Source: an optimization exercise on an open RTL-to-GDS flow (aim: small area and a short achievable clock period). Production flows keep margins and buffers that such runs may drop. RTL that was checked went through simulation tests only; none was proved equivalent to the original.

## cordic_rotator
module cordic_rotator (
    input  logic                    clk,
    input  logic                    rst_n,
    input  logic                    in_valid,
    input  logic [9-1:0] in_x,
    input  logic [9-1:0] in_y,
    input  logic [9-1:0] in_angle,
    output logic                    out_valid,
    output logic [32-1:0]    out_x,
    output logic [32-1:0]    out_y
);
Size: about 41000 um2 of cells after synthesis.
export LEC_CHECK = 0
export ABC_AREA = 1
export CAP_MARGIN = 20
export CORE_MARGIN = 2
export CORE_UTILIZATION = 40
export CTS_CLUSTER_DIAMETER = 100
export CTS_CLUSTER_SIZE = 25
export SLEW_MARGIN = 20
create_clock -name core_clock -period 10.5 [get_ports {clk}]
standard.sh (not shown) runs the stock make flow with config.mk's settings and CLKGATE_MAP_FILE= SYNTH_SCRIPT=/design/flow/synth_recipe.tcl, a recipe that flattens the netlist after the stock synthesis.
==> flow/flow/run.sh <==
#!/bin/bash
# Standard layout, with timing repair aimed at a tighter period than the
# constraint (setup margin), so that repair keeps improving the paths that
# set the achieved period. The SDC and the clock period are unchanged.
set -euo pipefail
bash standard.sh SETUP_SLACK_MARGIN=7.2 finish > standard_flow.log 2>&1
Rerun with:
--- a/flow/design.v
+++ b/flow/design.v
@@ -95,12 +95,21 @@
             begin 
                 g[i] = g[i] | (p[i] & g[i - d]); 
                 p[i] = p[i] & p[i - d]; 
             end 
         bk_add23 = (a ^ b) ^ {g[23-2:0], ci}; 
     endfunction
+    function automatic logic [22:0] add_fast(
+        input logic [22:0] a,
+        input logic [22:0] b,
+        input logic        ci
+    );
+        logic [23:0] s;
+        s        = {a, 1'b1} + {b, ci};
+        add_fast = s[23:1];
+    endfunction
     function automatic logic [22:0] add_ci(
         input logic [22:0] a,
         input logic [22:0] b,
         input logic        ci
     );
         add_ci = bk_add23(a, b, ci);
@@ -305,13 +314,13 @@
         q  = b >>> 10;
         p1 = ((q & {23{sel[0]}}) | ((q <<< 1) & {23{sel[1]}})
               | ((q <<< 2) & {23{sel[2]}}) | ((q <<< 3) & {23{sel[3]}})) ^ {23{inv[0]}};
         p2 = ((q & {23{sel[4]}}) | ((q <<< 1) & {23{sel[5]}})) ^ {23{inv[1]}};
         s = a ^ p1 ^ p2;
         c = {((a & p1) | (a & p2) | (p1 & p2)), inv[0]};
-        micro = add_ci(s, c, inv[1]);
+        micro = add_fast(s, c, inv[1]);
     endfunction
     logic signed [22:0] u10, w10;
     logic [1:0]         c10;
     logic               v10;
     cordic_pipe #(.W(46 + 2), .EN(PIPE[10])) p10 (.clk(clk),
         .d({micro(u9, w9, mx9[5:0], mx9[7:6]), micro(w9, u9, ~my9[5:0], my9[7:6]), c9}),
Routed wire length increases by 5.5%.
First-iteration DRC count increases by 9.2%.
Setup slack gains 0.080 ns.
Sequential share of layout area increases by 0.12 points.
Synthesized cell count increases by 3.5%.
Die area increases by 1.0%.
Clock-buffer cell count increases by 4.
Core utilization decreases by 0.62 points.
No functional check of the RTL was part of the first run of this note.

---

harbor:
cordic_rotator, a different RTL version from the one above (not shown whole).
Size: ~580 flip-flops, about 95 I/O pins.
// cordic_rotator
module cordic_rotator (
    input  logic                    clk,
    input  logic                    rst_n,
    input  logic                    in_valid,
    input  logic [9-1:0] in_x,
    input  logic [9-1:0] in_y,
    input  logic [9-1:0] in_angle,
    output logic                    out_valid,
    output logic [32-1:0]    out_x,
    output logic [32-1:0]    out_y
);
export LEC_CHECK = 0
export ABC_AREA = 1
export CAP_MARGIN = 20
export CORE_MARGIN = 2
export CORE_UTILIZATION = 40
export SLEW_MARGIN = 20
create_clock -name core_clock -period 10.5 [get_ports {clk}]
Scripts as last shown in full above: flow/flow/run.sh
The inputs of ember differ from those of harbor as listed below.
diff --git a/flow/design.v b/flow/design.v
--- a/flow/design.v
+++ b/flow/design.v
@@ -23,17 +23,17 @@
     input  logic                    in_valid,
     input  logic [9-1:0] in_x,
     input  logic [9-1:0] in_y,
     input  logic [9-1:0] in_angle,
     output logic                    out_valid,
     output logic [32-1:0]    out_x,
     output logic [32-1:0]    out_y
 );
-    localparam logic [10:0] PIPE = 11'b11110111111;
+    localparam logic [10:0] PIPE = 11'b11010111111;
     function automatic logic [22:0] add_ci(
         input logic [22:0] a,
         input logic [22:0] b,
         input logic        ci
     );
         logic [23:0] s;
         s      = {a, 1'b1} + {b, ci};
         add_ci = s[23:1];
@@ -209,29 +209,43 @@
         logic               kx;
         g7 = g >>> 7;
         h5 = h >>> 5;
         h12 = h >>> 12;
         kx = h[4:0] >= h[11:7];
         trim_step_y = add4(g, g7, h5 ^ {23{sub}}, ~h12 ^ {23{sub}},
                            {1'b0, sub && !kx, sub || kx});
     endfunction
-    logic signed [22:0] u7, w7, u8, w8, u9, w9;
-    logic [1:0]         s7, s8;
-    logic [7:0]         c7;
-    logic [6:0]         c8;
-    logic               v7, v8, v9;
-    cordic_pipe #(.W(46 + 2 + 8), .EN(PIPE[7])) p7 (.clk(clk),
-        .d({trim_step_x(u5, w5, s5[0]), trim_step_y(w5, u5, s5[1]), !c5[0], c5[0], c5[8:1]}),
+    logic signed [22:0] u7, w7, u9, w9;
+    logic [3:0]         s7;
+    logic [6:0]         c7;
+    logic               v7, v9;
+    cordic_pipe #(.W(46 + 4 + 7), .EN(PIPE[7])) p7 (.clk(clk),
+        .d({trim_step_x(u5, w5, s5[0]), trim_step_y(w5, u5, s5[1]),
+            !c5[1], c5[1], !c5[0], c5[0], c5[8:2]}),
         .q({u7, w7, s7, c7}));
     cordic_valid #(.EN(PIPE[7])) pv7 (.clk(clk), .rst_n(rst_n), .d(v5), .q(v7));
-    cordic_pipe #(.W(46 + 2 + 7), .EN(PIPE[8])) p8 (.clk(clk),
-        .d({addsub(u7, w7 >>> 6, s7[0]), addsub(w7, u7 >>> 6, s7[1]), !c7[0], c7[0], c7[7:1]}),
-        .q({u8, w8, s8, c8}));
-    cordic_valid #(.EN(PIPE[8])) pv8 (.clk(clk), .rst_n(rst_n), .d(v7), .q(v8));
+    function automatic logic signed [22:0] step67(
+        input logic signed [22:0] a,
+        input logic signed [22:0] b,
+        input logic               n6,
+        input logic               n7
+    );
+        logic signed [22:0] b6, b7, a13;
+        logic [6:0]         bl, al;
+        logic               k;
+        b6  = b >>> 6;
+        b7  = b >>> 7;
+        a13 = a >>> 13;
+        bl  = b[6:0];
+        al  = a[12:6];
+        k = n6 ? ({1'b0, bl} + {1'b0, al} >= 8'd128) : (bl >= al);
+        step67 = add4(a, b6 ^ {23{n6}}, b7 ^ {23{n7}}, a13 ^ {23{!n6 ^ n7}},
+                      {n7 && !k, n7 ? n6 : k, n7 || n6});
+    endfunction
     function automatic logic [7:0] micro_sel(input logic [3:0] mag, input logic neg,
                                              input logic y);
         logic [3:0] s1;
         logic [1:0] s2;
         logic       n2;
         s1 = '0;
         s2 = '0;
         n2 = 1'b0;
@@ -249,20 +263,20 @@
         if (y)
             micro_sel = {!(n2 ^ neg), !neg, ~s2, ~s1};
         else
             micro_sel = {n2 ^ neg, neg, s2, s1};
     endfunction
     logic [7:0] mx9, my9;
     logic [1:0] c9;
     cordic_pipe #(.W(46 + 16 + 2), .EN(PIPE[9])) p9 (.clk(clk),
-        .d({addsub(u8, w8 >>> 7, s8[0]), addsub(w8, u8 >>> 7, s8[1]),
-            micro_sel(c8[4:1], c8[0], 1'b0), micro_sel(c8[4:1], c8[0], 1'b1), c8[6:5]}),
+        .d({step67(u7, w7, s7[0], s7[2]), step67(w7, u7, s7[1], s7[3]),
+            micro_sel(c7[4:1], c7[0], 1'b0), micro_sel(c7[4:1], c7[0], 1'b1), c7[6:5]}),
         .q({u9, w9, mx9, my9, c9}));
-    cordic_valid #(.EN(PIPE[9])) pv9 (.clk(clk), .rst_n(rst_n), .d(v8), .q(v9));
+    cordic_valid #(.EN(PIPE[9])) pv9 (.clk(clk), .rst_n(rst_n), .d(v7), .q(v9));
     function automatic logic signed [22:0] micro(
         input logic signed [22:0] a,
         input logic signed [22:0] b,
         input logic [5:0]         sel,
         input logic [1:0]         inv
     );
         logic signed [22:0] q, p1, p2, s, c;
         q  = b >>> 10;
ember | stages: all done | timing, DRC, antenna: all pass. From harbor to ember the numbers moved as follows: routed wire length on met2 went down by 7.6%, setup slack neither gained nor lost much. [compare] base=harbor new=ember: total length of routed wires -about 9%, number of sinks driven by the clock tree decreased by 55 relative to the old numbers, share of the cycle needed by the critical path after routing shows no meaningful change. p7.q[28]$_DFF_P_ as the endpoint of the most critical setup path was reported by harbor, and p7.q[33]$_DFF_P_ by ember.
No functional check of the RTL was part of any run of this note.

---

== rev 12 ==
cordic_rotator with an RTL version that a note above also has.
Size: ~5000 cells after synthesis, roughly 630 flip-flops, roughly 95 I/O pins, about 41000 um2 of cells after synthesis.
export LEC_CHECK = 0
export ABC_AREA = 1
export CAP_MARGIN = 20
export CORE_MARGIN = 2
export CORE_UTILIZATION = 40
export CTS_CLUSTER_DIAMETER = 100
export CTS_CLUSTER_SIZE = 25
export SLEW_MARGIN = 20
create_clock -name core_clock -period 10.5 [get_ports {clk}]
==> flow/flow/run.sh <==
#!/bin/bash
# Standard layout, with timing repair aimed at a tighter period than the
# constraint (setup margin), so that repair keeps improving the paths that
# set the achieved period. The SDC and the clock period are unchanged.
set -euo pipefail
bash standard.sh SETUP_SLACK_MARGIN=7.1 finish > standard_flow.log 2>&1
Relative to rev 12, the following input files were edited for rev 13:
--- a/flow/design.v
+++ b/flow/design.v
@@ -94,23 +94,14 @@
             for (int i = 3 * d - 1; i < 23; i += 2 * d) 
             begin 
                 g[i] = g[i] | (p[i] & g[i - d]); 
                 p[i] = p[i] & p[i - d]; 
             end 
         bk_add23 = (a ^ b) ^ {g[23-2:0], ci}; 
     endfunction
-    function automatic logic [22:0] add_fast(
-        input logic [22:0] a,
-        input logic [22:0] b,
-        input logic        ci
-    );
-        logic [23:0] s;
-        s        = {a, 1'b1} + {b, ci};
-        add_fast = s[23:1];
-    endfunction
     function automatic logic [22:0] add_ci(
         input logic [22:0] a,
         input logic [22:0] b,
         input logic        ci
     );
         add_ci = bk_add23(a, b, ci);
     endfunction
@@ -313,15 +304,15 @@
         logic signed [22:0] q, p1, p2, s, c;
         q  = b >>> 10;
         p1 = ((q & {23{sel[0]}}) | ((q <<< 1) & {23{sel[1]}})
               | ((q <<< 2) & {23{sel[2]}}) | ((q <<< 3) & {23{sel[3]}})) ^ {23{inv[0]}};
         p2 = ((q & {23{sel[4]}}) | ((q <<< 1) & {23{sel[5]}})) ^ {23{inv[1]}};
         s = a ^ p1 ^ p2;
         c = {((a & p1) | (a & p2) | (p1 & p2)), inv[0]};
-        micro = add_fast(s, c, inv[1]);
+        micro = add_ci(s, c, inv[1]);
     endfunction
     logic signed [22:0] u10, w10;
     logic [1:0]         c10;
     logic               v10;
     cordic_pipe #(.W(46 + 2), .EN(PIPE[10])) p10 (.clk(clk),
         .d({micro(u9, w9, mx9[5:0], mx9[7:6]), micro(w9, u9, ~my9[5:0], my9[7:6]), c9}),
         .q({u10, w10, c10}));
Sort rev 13 and rev 12 by actual transition at the worst max-transition pin, ascending, and rev 12 comes first.
Area of all sequential standard cells was lower in rev 12 than in rev 13.
Via count of the routed design: rev 13 and rev 12 compared, higher one is rev 12
Delta (rev 13 minus rev 12): sequential-to-total area share from yosys stat up 0.32 points; area after synthesis decreased 1.0%; global-route usage shows a reduction of 0.93 points; total routed wirelength decreased by 6.3% relative to the old numbers; clock network contribution to total cell area down 0.25 points.
In the final reports, the cell area of rev 13 is larger than that of rev 12.
The run with more setup slack is rev 12; rev 13 has less.
From rev 12 to rev 13 the numbers moved as follows: final cell count dropped 147, count of clock-buffer cells in the layout climbed 7.9%.
STATUS number of design-rule violations left by the first detailed-router iteration: rev 13 wins against rev 12
Relative to rev 12, routed length on met3 decreased by 9.1% in rev 13.
Function not checked in rev 13: the RTL went through the layout flow alone.

re-timing with driven ports:
Ports are ideal in the flow. The routed layouts listed here were re-timed in OpenROAD.
Step 1 assumes that a clkbuf_16 drives the clock port and a buf_2 every other input.
Step 2 moves the port delays by t, midway between the first and last clock arrival at a register: inputs arrive t later, outputs are due t later. That takes back most of the time a late clock gives input paths.
Slacks: ideal ports / drivers / drivers and shift; pairs: ideal ports / drivers.
run	t, ns	setup WS [ns]	worst setup path at the end	clock arrival spread, ns	cell pins on the clock port's net
the first run of note 1	0.712	7.130 / 7.061 / 6.996	input to register	0.031 / 0.031	1
the second run of note 1	0.649	7.210 / 7.147 / 6.960	input to register	0.040 / 0.040	1
harbor	0.700	7.163 / 7.163 / 7.022	input to register	0.046 / 0.046	1
ember	0.725	7.164 / 7.129 / 6.828	input to register	0.030 / 0.030	1
rev 12	0.665	7.176 / 7.111 / 7.051	input to register	0.026 / 0.025	1
rev 13	0.655	7.120 / 7.084 / 7.005	input to register	0.028 / 0.028	1
After both steps setup and hold are still met in every run listed. The setup slack of ember, which loses most, moves by -0.035 ns with the drivers and by -0.336 ns with both steps.
